Source: an optimization exercise on an open RTL-to-GDS flow (aim: a short achievable clock period and few clock cycles per item). Production flows keep margins and buffers that such runs may drop. Only simulation tests tie the RTL to the original design; equivalence was not proved. Power is estimated from default activity; no workload was simulated.

==> flow/design.v <==
package swsnd_pkg;
   localparam logic [1:0] OP_START  = 2'd0;
   localparam logic [1:0] OP_ACK    = 2'd1;
   localparam logic [1:0] OP_HSDONE = 2'd2;
   localparam logic [1:0] OP_TICK   = 2'd3;
   localparam logic [2:0] EV_SEND      = 3'd0;
   localparam logic [2:0] EV_RESEND    = 3'd1;
   localparam logic [2:0] EV_HANDSHAKE = 3'd2;
   localparam logic [2:0] EV_EARLY     = 3'd3;
   localparam logic [2:0] EV_DONE      = 3'd4;
   localparam logic [1:0] PH_CLOSED   = 2'd0;
   localparam logic [1:0] PH_HANDSHK  = 2'd1;
   localparam logic [1:0] PH_TRANSFER = 2'd2;
   localparam int CMDQ_DEPTH = 2;
   localparam int CMDQ_AW    = 1;
   typedef struct packed {
      logic [15:0] packet_count;
      logic [10:0] last_len;
      logic [15:0] timeout_ticks;
   } cfg_type;
   typedef struct packed {
      logic [1:0]  op;
      logic [15:0] ack_seq;
      logic        seq_in_count;    
   } cmd_type;
   typedef struct packed {
      logic [2:0]  event_res;
      logic [15:0] packet_seq;
      logic [10:0] data_len;
   } result_type;
endpackage
module swsnd_front (
   input  logic                  req_tvalid,
   output logic                  req_tready,
   input  logic [1:0]            kind,
   input  logic [15:0]           ack_seq,
   input  swsnd_pkg::cfg_type    cfg,
   input  logic                  q_full,
   output logic                  q_push,
   output swsnd_pkg::cmd_type    q_cmd
);
   assign req_tready = !q_full;
   assign q_push     = req_tvalid && !q_full;
   always_comb begin
      q_cmd.op           = kind;
      q_cmd.ack_seq      = ack_seq;
      q_cmd.seq_in_count = (kind == swsnd_pkg::OP_ACK) && (ack_seq < cfg.packet_count);
   end
endmodule
module swsnd_cmdq (
   input  logic                  clock,
   input  logic                  reset,
   input  logic                  push,
   input  swsnd_pkg::cmd_type    push_cmd,
   output logic                  full,
   input  logic                  pop,
   output logic                  not_empty,
   output swsnd_pkg::cmd_type    head_cmd
);
   localparam int CNT_W = $clog2(swsnd_pkg::CMDQ_DEPTH + 1);
   localparam int DEPTH = swsnd_pkg::CMDQ_DEPTH;
   logic [18:0]          entry_ff [DEPTH];    
   logic [swsnd_pkg::CMDQ_AW-1:0]   wr_ptr_ff, wr_ptr_in;
   logic [swsnd_pkg::CMDQ_AW-1:0]   rd_ptr_ff, rd_ptr_in;
   logic [CNT_W-1:0]     count_ff, count_in;
   logic                 do_push, do_pop;
   assign full      = (count_ff == CNT_W'(swsnd_pkg::CMDQ_DEPTH));
   assign not_empty = (count_ff != '0);
   assign head_cmd  = entry_ff[rd_ptr_ff];
   assign do_push   = push && !full;
   assign do_pop    = pop && not_empty;
   always_comb begin
      wr_ptr_in = wr_ptr_ff;
      rd_ptr_in = rd_ptr_ff;
      count_in  = count_ff;
      if (do_push) begin
         wr_ptr_in = (wr_ptr_ff == swsnd_pkg::CMDQ_AW'(swsnd_pkg::CMDQ_DEPTH - 1)) ? '0 : wr_ptr_ff + 1'b1;
      end
      if (do_pop) begin
         rd_ptr_in = (rd_ptr_ff == swsnd_pkg::CMDQ_AW'(swsnd_pkg::CMDQ_DEPTH - 1)) ? '0 : rd_ptr_ff + 1'b1;
      end
      if (do_push && !do_pop) begin
         count_in = count_ff + 1'b1;
      end else if (do_pop && !do_push) begin
         count_in = count_ff - 1'b1;
      end
   end
   always_ff @(posedge clock) begin
      if (reset) begin
         wr_ptr_ff <= '0;
         rd_ptr_ff <= '0;
         count_ff  <= '0;
      end else begin
         wr_ptr_ff <= wr_ptr_in;
         rd_ptr_ff <= rd_ptr_in;
         count_ff  <= count_in;
      end
   end
   always_ff @(posedge clock) begin
      if (do_push) begin
         entry_ff[wr_ptr_ff] <= push_cmd;
      end
   end
endmodule
module swsnd_back #(
   parameter int WINDOW_SLOTS  = 8,
   parameter int PAYLOAD_BYTES = 1024
) (
   input  logic                  clock,
   input  logic                  reset,
   input  swsnd_pkg::cfg_type    cfg,
   input  logic                  q_not_empty,
   input  swsnd_pkg::cmd_type    q_cmd,
   output logic                  q_pop,
   output logic                  rsp_valid,
   input  logic                  rsp_ready,
   output swsnd_pkg::result_type rsp_res,
   output logic                  rsp_last
);
   localparam int SLOT_W = (WINDOW_SLOTS > 1) ? $clog2(WINDOW_SLOTS) : 1;
   localparam int IDX_W  = $clog2(WINDOW_SLOTS + 1);
   localparam logic [10:0] FULL_LEN = 11'(PAYLOAD_BYTES % 2048);
   localparam logic [2:0] ST_IDLE  = 3'd0;
   localparam logic [2:0] ST_SLIDE = 3'd1;
   localparam logic [2:0] ST_HSEND = 3'd2;
   localparam logic [2:0] ST_TICK  = 3'd3;
   localparam logic [2:0] ST_FLUSH = 3'd4;
   logic [2:0]              state_ff, state_in;
   logic [1:0]              phase_ff, phase_in;
   logic [15:0]             base_ff, base_in;
   logic [IDX_W-1:0]        bslot_ff, bslot_in;
   logic [WINDOW_SLOTS-1:0] acked_ff, acked_in;
   logic [WINDOW_SLOTS-1:0] outst_ff, outst_in;
   logic [15:0]             age_ff [WINDOW_SLOTS];
   logic [15:0]             age_in [WINDOW_SLOTS];
   logic [IDX_W-1:0]        cnt_ff, cnt_in;
   logic                    pend_valid_ff, pend_valid_in;
   swsnd_pkg::result_type              pend_ff, pend_in;
   logic                    out_valid_ff, out_valid_in;
   swsnd_pkg::result_type              out_ff, out_in;
   logic                    out_last_ff, out_last_in;
   logic                    step;
   logic                    gen_valid;
   swsnd_pkg::result_type              gen;
   logic                    flush;
   logic [16:0]             base_plus_w;
   logic [16:0]             ack_diff;
   logic [IDX_W:0]          ack_sum;
   logic [SLOT_W-1:0]       ack_slot;
   logic                    ack_in_win;
   logic [SLOT_W-1:0]       bslot_idx;
   logic [SLOT_W-1:0]       tick_idx;
   logic [IDX_W:0]          tick_off;
   logic [16:0]             tick_seq;
   logic [15:0]             aged;
   function automatic logic [10:0] length_of(input logic [16:0] seq,
                                             input swsnd_pkg::cfg_type c,
                                             input logic [10:0] full_len);
      logic [10:0] len;
      if (c.packet_count != '0 && seq == {1'b0, c.packet_count - 16'd1}) begin
         len = c.last_len;
      end else begin
         len = full_len;
      end
      length_of = len;
   endfunction
   assign step = !out_valid_ff || rsp_ready;
   assign base_plus_w = {1'b0, base_ff} + 17'(WINDOW_SLOTS);
   assign ack_diff    = {1'b0, q_cmd.ack_seq} - {1'b0, base_ff};
   assign ack_in_win  = (q_cmd.ack_seq >= base_ff) && ({1'b0, q_cmd.ack_seq} < base_plus_w);
   assign ack_sum     = {1'b0, bslot_ff} + {1'b0, ack_diff[IDX_W-1:0]};
   assign ack_slot    = (ack_sum >= (IDX_W+1)'(WINDOW_SLOTS))
                        ? SLOT_W'(ack_sum - (IDX_W+1)'(WINDOW_SLOTS))
                        : SLOT_W'(ack_sum);
   assign bslot_idx   = SLOT_W'(bslot_ff);
   assign tick_idx    = SLOT_W'(cnt_ff);
   assign tick_off    = (cnt_ff >= bslot_ff)
                        ? {1'b0, cnt_ff} - {1'b0, bslot_ff}
                        : {1'b0, cnt_ff} + (IDX_W+1)'(WINDOW_SLOTS) - {1'b0, bslot_ff};
   assign tick_seq    = {1'b0, base_ff} + 17'(tick_off);
   assign aged        = (age_ff[tick_idx] == 16'hFFFF) ? 16'hFFFF : age_ff[tick_idx] + 16'd1;
   always_comb begin
      state_in  = state_ff;
      phase_in  = phase_ff;
      base_in   = base_ff;
      bslot_in  = bslot_ff;
      acked_in  = acked_ff;
      outst_in  = outst_ff;
      for (int i = 0; i < WINDOW_SLOTS; i++) begin
         age_in[i] = age_ff[i];
      end
      cnt_in    = cnt_ff;
      gen_valid = 1'b0;
      gen       = '0;
      flush     = 1'b0;
      q_pop     = 1'b0;
      unique case (state_ff)
         ST_IDLE: begin
            if (step && q_not_empty) begin
               q_pop = 1'b1;
               unique case (q_cmd.op)
                  swsnd_pkg::OP_START: begin
                     base_in   = '0;
                     bslot_in  = '0;
                     acked_in  = '0;
                     outst_in  = '0;
                     for (int i = 0; i < WINDOW_SLOTS; i++) begin
                        age_in[i] = '0;
                     end
                     phase_in  = swsnd_pkg::PH_HANDSHK;
                     gen_valid = 1'b1;
                     gen       = {swsnd_pkg::EV_HANDSHAKE, cfg.packet_count, 11'd0};
                     state_in  = ST_FLUSH;
                  end
                  swsnd_pkg::OP_ACK: begin
                     if (phase_ff == swsnd_pkg::PH_HANDSHK) begin
                        gen_valid = 1'b1;
                        gen       = {swsnd_pkg::EV_EARLY, q_cmd.ack_seq, 11'd0};
                        state_in  = ST_FLUSH;
                     end else if (phase_ff == swsnd_pkg::PH_TRANSFER && q_cmd.seq_in_count &&
                                  ack_in_win && !acked_ff[ack_slot]) begin
                        acked_in[ack_slot] = 1'b1;
                        state_in           = ST_SLIDE;
                     end
                  end
                  swsnd_pkg::OP_HSDONE: begin
                     if (phase_ff != swsnd_pkg::PH_CLOSED) begin
                        base_in  = '0;
                        bslot_in = '0;
                        acked_in = '0;
                        outst_in = '0;
                        for (int i = 0; i < WINDOW_SLOTS; i++) begin
                           age_in[i] = '0;
                        end
                        phase_in = swsnd_pkg::PH_TRANSFER;
                        cnt_in   = '0;
                        state_in = ST_HSEND;
                     end
                  end
                  swsnd_pkg::OP_TICK: begin
                     if (phase_ff != swsnd_pkg::PH_CLOSED) begin
                        cnt_in   = '0;
                        state_in = ST_TICK;
                     end
                  end
                  default: ;
               endcase
            end
         end
         ST_SLIDE: begin
            if (step) begin
               if (!acked_ff[bslot_idx]) begin
                  if (base_ff == cfg.packet_count) begin
                     phase_in  = swsnd_pkg::PH_CLOSED;
                     gen_valid = 1'b1;
                     gen       = {swsnd_pkg::EV_DONE, cfg.packet_count, 11'd0};
                  end
                  state_in = ST_FLUSH;
               end else begin
                  acked_in[bslot_idx] = 1'b0;
                  age_in[bslot_idx]   = '0;
                  if (base_plus_w < {1'b0, cfg.packet_count}) begin
                     outst_in[bslot_idx] = 1'b1;
                     gen_valid           = 1'b1;
                     gen = {swsnd_pkg::EV_SEND, base_plus_w[15:0], length_of(base_plus_w, cfg, FULL_LEN)};
                  end else begin
                     outst_in[bslot_idx] = 1'b0;
                  end
                  base_in  = base_ff + 16'd1;
                  bslot_in = (bslot_ff == IDX_W'(WINDOW_SLOTS - 1)) ? '0 : bslot_ff + 1'b1;
               end
            end
         end
         ST_HSEND: begin
            if (step) begin
               if (cnt_ff < IDX_W'(WINDOW_SLOTS) && 16'(cnt_ff) < cfg.packet_count) begin
                  outst_in[tick_idx] = 1'b1;
                  gen_valid          = 1'b1;
                  gen = {swsnd_pkg::EV_SEND, 16'(cnt_ff), length_of(17'(cnt_ff), cfg, FULL_LEN)};
                  cnt_in             = cnt_ff + 1'b1;
               end else begin
                  state_in = ST_FLUSH;
               end
            end
         end
         ST_TICK: begin
            if (step) begin
               if (outst_ff[tick_idx]) begin
                  if (aged > cfg.timeout_ticks) begin
                     age_in[tick_idx] = '0;
                     gen_valid        = 1'b1;
                     gen = {swsnd_pkg::EV_RESEND, tick_seq[15:0], length_of(tick_seq, cfg, FULL_LEN)};
                  end else begin
                     age_in[tick_idx] = aged;
                  end
               end
               if (cnt_ff == IDX_W'(WINDOW_SLOTS - 1)) begin
                  state_in = ST_FLUSH;
               end
               cnt_in = cnt_ff + 1'b1;
            end
         end
         ST_FLUSH: begin
            if (step) begin
               flush    = 1'b1;
               state_in = ST_IDLE;
            end
         end
         default: state_in = ST_IDLE;
      endcase
   end
   always_comb begin
      pend_valid_in = pend_valid_ff;
      pend_in       = pend_ff;
      out_valid_in  = out_valid_ff;
      out_in        = out_ff;
      out_last_in   = out_last_ff;
      if (step) begin
         out_valid_in = 1'b0;
         if (gen_valid) begin
            pend_valid_in = 1'b1;
            pend_in       = gen;
            if (pend_valid_ff) begin
               out_valid_in = 1'b1;
               out_in       = pend_ff;
               out_last_in  = 1'b0;
            end
         end else if (flush) begin
            pend_valid_in = 1'b0;
            if (pend_valid_ff) begin
               out_valid_in = 1'b1;
               out_in       = pend_ff;
               out_last_in  = 1'b1;
            end
         end
      end
   end
   always_ff @(posedge clock) begin
      if (reset) begin
         state_ff      <= ST_IDLE;
         phase_ff      <= swsnd_pkg::PH_CLOSED;
         base_ff       <= '0;
         bslot_ff      <= '0;
         acked_ff      <= '0;
         outst_ff      <= '0;
         cnt_ff        <= '0;
         pend_valid_ff <= 1'b0;
         out_valid_ff  <= 1'b0;
         for (int i = 0; i < WINDOW_SLOTS; i++) begin
            age_ff[i] <= '0;
         end
      end else begin
         state_ff      <= state_in;
         phase_ff      <= phase_in;
         base_ff       <= base_in;
         bslot_ff      <= bslot_in;
         acked_ff      <= acked_in;
         outst_ff      <= outst_in;
         cnt_ff        <= cnt_in;
         pend_valid_ff <= pend_valid_in;
         out_valid_ff  <= out_valid_in;
         for (int i = 0; i < WINDOW_SLOTS; i++) begin
            age_ff[i] <= age_in[i];
         end
      end
   end
   always_ff @(posedge clock) begin
      pend_ff     <= pend_in;
      out_ff      <= out_in;
      out_last_ff <= out_last_in;
   end
   assign rsp_valid = out_valid_ff;
   assign rsp_res   = out_ff;
   assign rsp_last  = out_last_ff;
endmodule
module sliding_window_sender #(
   parameter int WINDOW_SLOTS  = 8,
   parameter int PAYLOAD_BYTES = 1024
) (
   input  logic        clock,
   input  logic        reset,
   input  logic        req_tvalid,
   output logic        req_tready,
   input  logic [15:0] req_tdata,    
   input  logic [1:0]  req_tuser,    
   output logic        rsp_tvalid,
   input  logic        rsp_tready,
   output logic [31:0] rsp_tdata,    
   output logic [2:0]  rsp_tuser,    
   output logic        rsp_tlast,    
   input  logic        csr_we,
   input  logic [1:0]  csr_index,
   input  logic [15:0] csr_wdata
);
   localparam logic [1:0] REG_PACKET_COUNT = 2'd0;
   localparam logic [1:0] REG_LAST_LEN     = 2'd1;
   localparam logic [1:0] REG_TIMEOUT      = 2'd2;
   swsnd_pkg::cfg_type    cfg_ff, cfg_in;
   logic       q_full, q_push, q_pop, q_not_empty;
   swsnd_pkg::cmd_type    push_cmd, head_cmd;
   swsnd_pkg::result_type rsp_res;
   always_comb begin
      cfg_in = cfg_ff;
      if (csr_we) begin
         unique case (csr_index)
            REG_PACKET_COUNT: cfg_in.packet_count  = csr_wdata;
            REG_LAST_LEN:     cfg_in.last_len      = csr_wdata[10:0];
            REG_TIMEOUT:      cfg_in.timeout_ticks = csr_wdata;
            default: ;
         endcase
      end
   end
   always_ff @(posedge clock) begin
      if (reset) begin
         cfg_ff.packet_count  <= 16'd1;
         cfg_ff.last_len      <= 11'd1024;
         cfg_ff.timeout_ticks <= 16'd100;
      end else begin
         cfg_ff <= cfg_in;
      end
   end
   swsnd_front u_front (
      .req_tvalid (req_tvalid),
      .req_tready (req_tready),
      .kind       (req_tuser),
      .ack_seq    (req_tdata),
      .cfg        (cfg_ff),
      .q_full     (q_full),
      .q_push     (q_push),
      .q_cmd      (push_cmd)
   );
   swsnd_cmdq u_cmdq (
      .clock     (clock),
      .reset     (reset),
      .push      (q_push),
      .push_cmd  (push_cmd),
      .full      (q_full),
      .pop       (q_pop),
      .not_empty (q_not_empty),
      .head_cmd  (head_cmd)
   );
   swsnd_back #(
      .WINDOW_SLOTS  (WINDOW_SLOTS),
      .PAYLOAD_BYTES (PAYLOAD_BYTES)
   ) u_back (
      .clock       (clock),
      .reset       (reset),
      .cfg         (cfg_ff),
      .q_not_empty (q_not_empty),
      .q_cmd       (head_cmd),
      .q_pop       (q_pop),
      .rsp_valid   (rsp_tvalid),
      .rsp_ready   (rsp_tready),
      .rsp_res     (rsp_res),
      .rsp_last    (rsp_tlast)
   );
   assign rsp_tdata = {5'd0, rsp_res.data_len, rsp_res.packet_seq};
   assign rsp_tuser = rsp_res.event_res;
endmodule
==> flow/run.sh <==
#!/bin/bash
# synth_recipe.tcl (not shown) runs the flow's synth.tcl, then flattens the netlist and writes it again
# the make line also repeats each setting of config.mk as NAME=value (left out here)
make -C /OpenROAD-flow-scripts/flow DESIGN_CONFIG=/design/flow/config.mk WORK_HOME=/design/flow/orfs CLKGATE_MAP_FILE= SYNTH_SCRIPT=/design/flow/synth_recipe.tcl finish
==> flow/config.mk <==
export PLATFORM = sky130hd
export DESIGN_NAME = sliding_window_sender
export DESIGN_NICKNAME = sliding_window_sender
export VERILOG_FILES = /design/flow/design.v
export SDC_FILE = /design/flow/constraint.sdc
export NUM_CORES = 4
export LEC_CHECK = 0
export CAP_MARGIN = 20
export CORE_MARGIN = 2
export CORE_UTILIZATION = 40
export SLEW_MARGIN = 20
==> flow/constraint.sdc <==
create_clock -name core_clock -period 8.0 [get_ports {clock}]
set_input_delay 1.6000 -clock core_clock [delete_from_list [all_inputs] [get_ports {clock}]]
set_output_delay 1.6000 -clock core_clock [all_outputs]
set_load 0.01 [all_outputs]
==> out/qor_table.md <==
| Parameter | Reported | Unit |
|---|---|---|
| Outcome | no timing/DRC/antenna violations | - |
| Initial core utilization | 0.406 | - |
| Post-synth ARST share | 0 | - |
| Areal power density over the cells | 274 | mW/mm^2 |
| Insertion delay to the later sink of the worst-skew pair | 0.56 | ns |
| Antenna violations before repair | 0 | - |
| Synth-to-Final Area Change | 13.1 | % |
| Worst VDD drop | 144 | uV |
| Avg Vias per Cell | 5.78 | - |
| Yosys cell types | 81 | - |
| GRT Total Usage | 0.230 | - |
| Root buf cell | sky130_fd_sc_hd__clkbuf_16 | - |
| Final hold viol count | 0 | - |
| Share of Yosys cell area claimed by the top area cell type | 0.242 | - |
| Port Buf Inserts | 73 | - |
| Clock-pin slew reported for the worst setup and hold paths after clock tree synthesis | 0.06 | ns |
| Pin count of the biggest net entering global routing | 98 | - |
| Seq/Total Area, Yosys | 0.404 | - |
| Leading post-synthesis cells by cell area | sky130_fd_sc_hd__dfxtp_1 24%, sky130_fd_sc_hd__edfxtp_1 16%, sky130_fd_sc_hd__ha_1 8.2% | - |
| Number of non-filler instances in the completed layout | 2603 | - |
| Slew Limit Headroom | 0.293 | - |
| Area leader, netlist | sky130_fd_sc_hd__dfxtp_1 | - |
| Number of clock buffers inserted by TritonCTS | 36 | - |
| Main flop type after synthesis | sky130_fd_sc_hd__dfxtp_1 | - |
| DR pass1 iterations | 6 | - |
| Sum Neg Setup Slack | 0 | ns |
| Resize count post-CTS | 0 | - |
| Unrepaired setup endpoints after global routing | no | - |
| Floorplan die width | 219 | um |
| Data required, critical path | 8.20 | ns |
| Skew final | 0.0169 | ns |
| Antenna cells | 0 | - |
| Die height | 219 | um |
| Tmin final | 7.22 | ns |
| Leak pwr | 8.21 | nW |
| R2R setup slack | 0.78 | ns |
| Tightest Pin Transition | 1.06 | ns |
| Top-level I/O count | 79 | - |
| Routed via count | 15043 | - |
| TritonCTS clock tree | built | - |
| Crit share post-route | 0.902 | - |
| Number of nets at the end of the flow | 2147 | - |
| Critical path fanouts, max | 31 | - |
| Number of storage elements in the synthesis netlist | 322 | - |
| Number of cell rows | 78 | - |
| Synthesized area per cell | 9.45 | sq um |
| First-pass GRT wire length | 85.0 | mm |
| Number of placed instances with taps included | 2540 | - |
| Top cells by instance count after synthesis | 223 x sky130_fd_sc_hd__dfxtp_1, 184 x sky130_fd_sc_hd__nor2_1, 160 x sky130_fd_sc_hd__nand2_1 | - |
| Post-CTS Setup Bufs | 0 | - |
| Category of the most critical setup path | reg -> reg | - |
| Number of enable-type register cells in the synthesized netlist | 99 | - |
| Number of global-route vias before repair | 14318 | - |
| Arrival time worst endpoint | 7.42 | ns |
| Deepest level of the CTS H-tree | 2 | - |
| GPL Wtd Cong | 0.978 | - |
| CTS max path bufs | 3 | - |
| Average wire length per cell after detail routing | 21.2 | um |
| Number of remaining DRC errors | 0 | - |
| Routed Antenna Nets | 0 | - |
| DRC violation total after the first TritonRoute iteration | 1642 | - |
| Warnings, synthesis | 6 | - |
| Max-cap viol count | 0 | - |
| Cell with the most instances after synthesis | sky130_fd_sc_hd__dfxtp_1 | - |
| Final setup violation count | 0 | - |
| Area of the core region | 0.0454 | sq mm |
| Mapped Area | 0.0184 | sq mm |
| Die ar. | 0.0478 | sq mm |
| Worst setup EP type | register | - |
| Number of standard cells after synthesis | 1949 | - |
| Maximum clock frequency | 0.139 | GHz |
| Clk sinks | 322 | - |
| Total wire length | 55.1 | mm |
| Global route total overflow | 0 | - |
| Fraction of final layout cells sized beyond drive strength 1 | 0.0824 | - |
| Post-CTS Hold Fix Bufs | 0 | - |
| DP HPWL | 40.4 | mm |
| Type of the tightest min-delay check | reg -> reg | - |
| Number of max-slew violations in the final report | 0 | - |
| Kind of start point of the critical path | register | - |
==> final cells by class <==
cell class	count	area (sq um)
fillers	4271	24600
multi-input cells	1408	10100
flip-flops and latches	322	7440
repair buffers	105	968
clock buffers	45	955
well taps	600	751
inverters	105	394
clock inverters	18	196
==> through the flow <==
stage | setup slack [ns] | instance area (sq um) | total power, mW | utilization | hold slack, ns
6_report | 0.783 | 20800 | 5.70 | 0.459 | 0.417
2_1_floorplan | 0.0161 | 18400 | 3.43 | - | 0.400
3_5_place_dp | 0.825 | 19700 | 4.07 | 0.434 | 0.405
3_3_place_gp | 1.05 | 19700 | 4.03 | 0.434 | 0.401
4_1_cts | 0.775 | 20800 | 5.72 | 0.459 | 0.419
5_1_grt | 0.300 | 20800 | 6.00 | 0.459 | 0.426
==> cells by family (layout without fill, tap and decap cells) <==
kind of cell | after synthesis | after routing | share of synthesized area
AO/OA/AOI/OAI | 374 | 374 | 0.146
adder cells (fa/ha/maj) | 128 | 128 | 0.0898
multiplexers | 150 | 150 | 0.0878
other | 1 | 5 | 0.000204
AND/OR/NAND/NOR | 631 | 631 | 0.164
XOR/XNOR | 120 | 120 | 0.0600
flip-flops | 322 | 322 | 0.404
buffers and inverters | 223 | 273 | 0.0486
==> layout by cell type (no fill, tap or decap), types with 11 or more instances in the layout <==
cell type / netlist / routed
sky130_fd_sc_hd__edfxtp_1: 99 / 99
sky130_fd_sc_hd__nand2_1: 160 / 160
sky130_fd_sc_hd__a21o_1: 16 / 16
sky130_fd_sc_hd__xor2_1: 24 / 24
sky130_fd_sc_hd__dfxtp_1: 223 / 222
sky130_fd_sc_hd__or2_2: 11 / 11
sky130_fd_sc_hd__a21oi_1: 89 / 88
sky130_fd_sc_hd__nand2b_1: 11 / 11
sky130_fd_sc_hd__mux2_2: 33 / 33
sky130_fd_sc_hd__a222oi_1: 30 / 30
sky130_fd_sc_hd__clkbuf_16: 0 / 36
sky130_fd_sc_hd__o21ai_0: 76 / 76
sky130_fd_sc_hd__a31oi_1: 18 / 18
sky130_fd_sc_hd__nand3_1: 64 / 64
sky130_fd_sc_hd__mux2i_1: 111 / 111
sky130_fd_sc_hd__ha_1: 121 / 121
sky130_fd_sc_hd__buf_4: 5 / 33
sky130_fd_sc_hd__clkdlybuf4s50_1: 0 / 72
sky130_fd_sc_hd__nand4_1: 29 / 29
sky130_fd_sc_hd__inv_1: 102 / 102
sky130_fd_sc_hd__o211a_1: 13 / 13
sky130_fd_sc_hd__nor4_1: 26 / 26
sky130_fd_sc_hd__a22o_1: 25 / 25
sky130_fd_sc_hd__nor2_1: 184 / 184
sky130_fd_sc_hd__nor3_1: 57 / 56
sky130_fd_sc_hd__nor2b_1: 32 / 32
sky130_fd_sc_hd__xnor2_1: 92 / 92
sky130_fd_sc_hd__o211ai_1: 12 / 12
==> flip-flops by register name (all words and copies together), names as in the netlist, named ones only <==
name / cells
u_back.pend_valid_ff: 1
u_cmdq.wr_ptr_ff: 1
u_back.age_ff: 128
u_back.state_ff: 3
u_back.phase_ff: 2
u_cmdq.count_ff: 2
u_back.out_valid_ff: 1
u_back.base_ff: 16
u_back.pend_ff: 30
cfg_ff: 43
u_cmdq.entry_ff: 38
u_back.out_ff: 30
u_back.outst_ff: 8
u_back.out_last_ff: 1
u_back.bslot_ff: 4
u_back.acked_ff: 8
u_back.cnt_ff: 4
u_cmdq.rd_ptr_ff: 1
==> metal layers <==
layer / GRT usage / up-vias / part of all wire
met5: 0 / - / 0
met4: 0.0766 / 0 / 0.027
met3: 0.0370 / 89 / 0.074
met2: 0.359 / 594 / 0.45
met1: 0.322 / 7264 / 0.45
li1: - / 7096 / -
==> worst max-delay path, stage by stage, from the launching register on <==
cell                       delay (ns)
sky130_fd_sc_hd__dfxtp_1         0.69
sky130_fd_sc_hd__inv_1           0.17
sky130_fd_sc_hd__ha_1            0.26
sky130_fd_sc_hd__ha_1            0.22
sky130_fd_sc_hd__or4_4           0.67
sky130_fd_sc_hd__or2_0           0.32
sky130_fd_sc_hd__a41oi_1         0.38
sky130_fd_sc_hd__ha_1            0.27
sky130_fd_sc_hd__inv_1           0.05
sky130_fd_sc_hd__a311oi_1        0.34
sky130_fd_sc_hd__nand4_2         0.25
sky130_fd_sc_hd__or4_4           0.76
sky130_fd_sc_hd__and2_1          0.28
sky130_fd_sc_hd__inv_2           0.13
sky130_fd_sc_hd__ha_1            0.16
sky130_fd_sc_hd__a21o_1          0.12
sky130_fd_sc_hd__nand3_1         0.07
sky130_fd_sc_hd__a21oi_1         0.13
sky130_fd_sc_hd__nor2_1          0.05
sky130_fd_sc_hd__a31oi_1         0.34
sky130_fd_sc_hd__and3_1          0.24
sky130_fd_sc_hd__o211ai_1        0.11
sky130_fd_sc_hd__and3b_1         0.32
sky130_fd_sc_hd__a21oi_4         0.14
sky130_fd_sc_hd__buf_4           0.37
==> worst paths after layout <==
path | from | endpoint | cells past startpoint
max reg2reg | u_back.cnt_ff[1] | u_back.out_ff[7] | 24
min reg2reg | u_back.pend_ff[23] | u_back.out_ff[23] | 0
min | u_back.pend_ff[23] | u_back.out_ff[23] | 0
max | u_back.cnt_ff[1] | u_back.out_ff[7] | 24
==> where the power goes <==
part | switching, mW | leakage (nW) | internal (mW)
combinational | 1.38 | 4.92 | 0.761
sequential | 0.0870 | 2.72 | 1.82
clock | 0.697 | 0.564 | 0.951
Testbench counts, summed over its fixed seeds: cycles 87,572, items 19,083.

-- re-timing with driven ports --
No port has a modelled driver above. Below, the same layout with a new extraction and two added sets of constraints. Step 1: set_driving_cell puts a clkbuf_16 on clock and a buf_2 on each other input, an assumption about the parent block. Step 2 moves the port delays by t, midway between the first and last clock arrival at a register: inputs arrive t later, outputs are due t later. That takes back most of the time a late clock gives input paths. Slacks: ideal ports / drivers / drivers and shift; pairs: ideal ports / drivers.
shift t [ns]: 0.601
slack for setup (ns): 0.783 / 0.783 / 0.783
hold WS [ns]: 0.417 / 0.417 / 0.417
worst data-port slew with drivers (ns): 0.04
cell pins on the clock port's net: 1
After both steps this run still meets setup and hold. For this run, drivers alone change the setup slack by 0.000 ns; drivers and shift together by 0.000 ns.
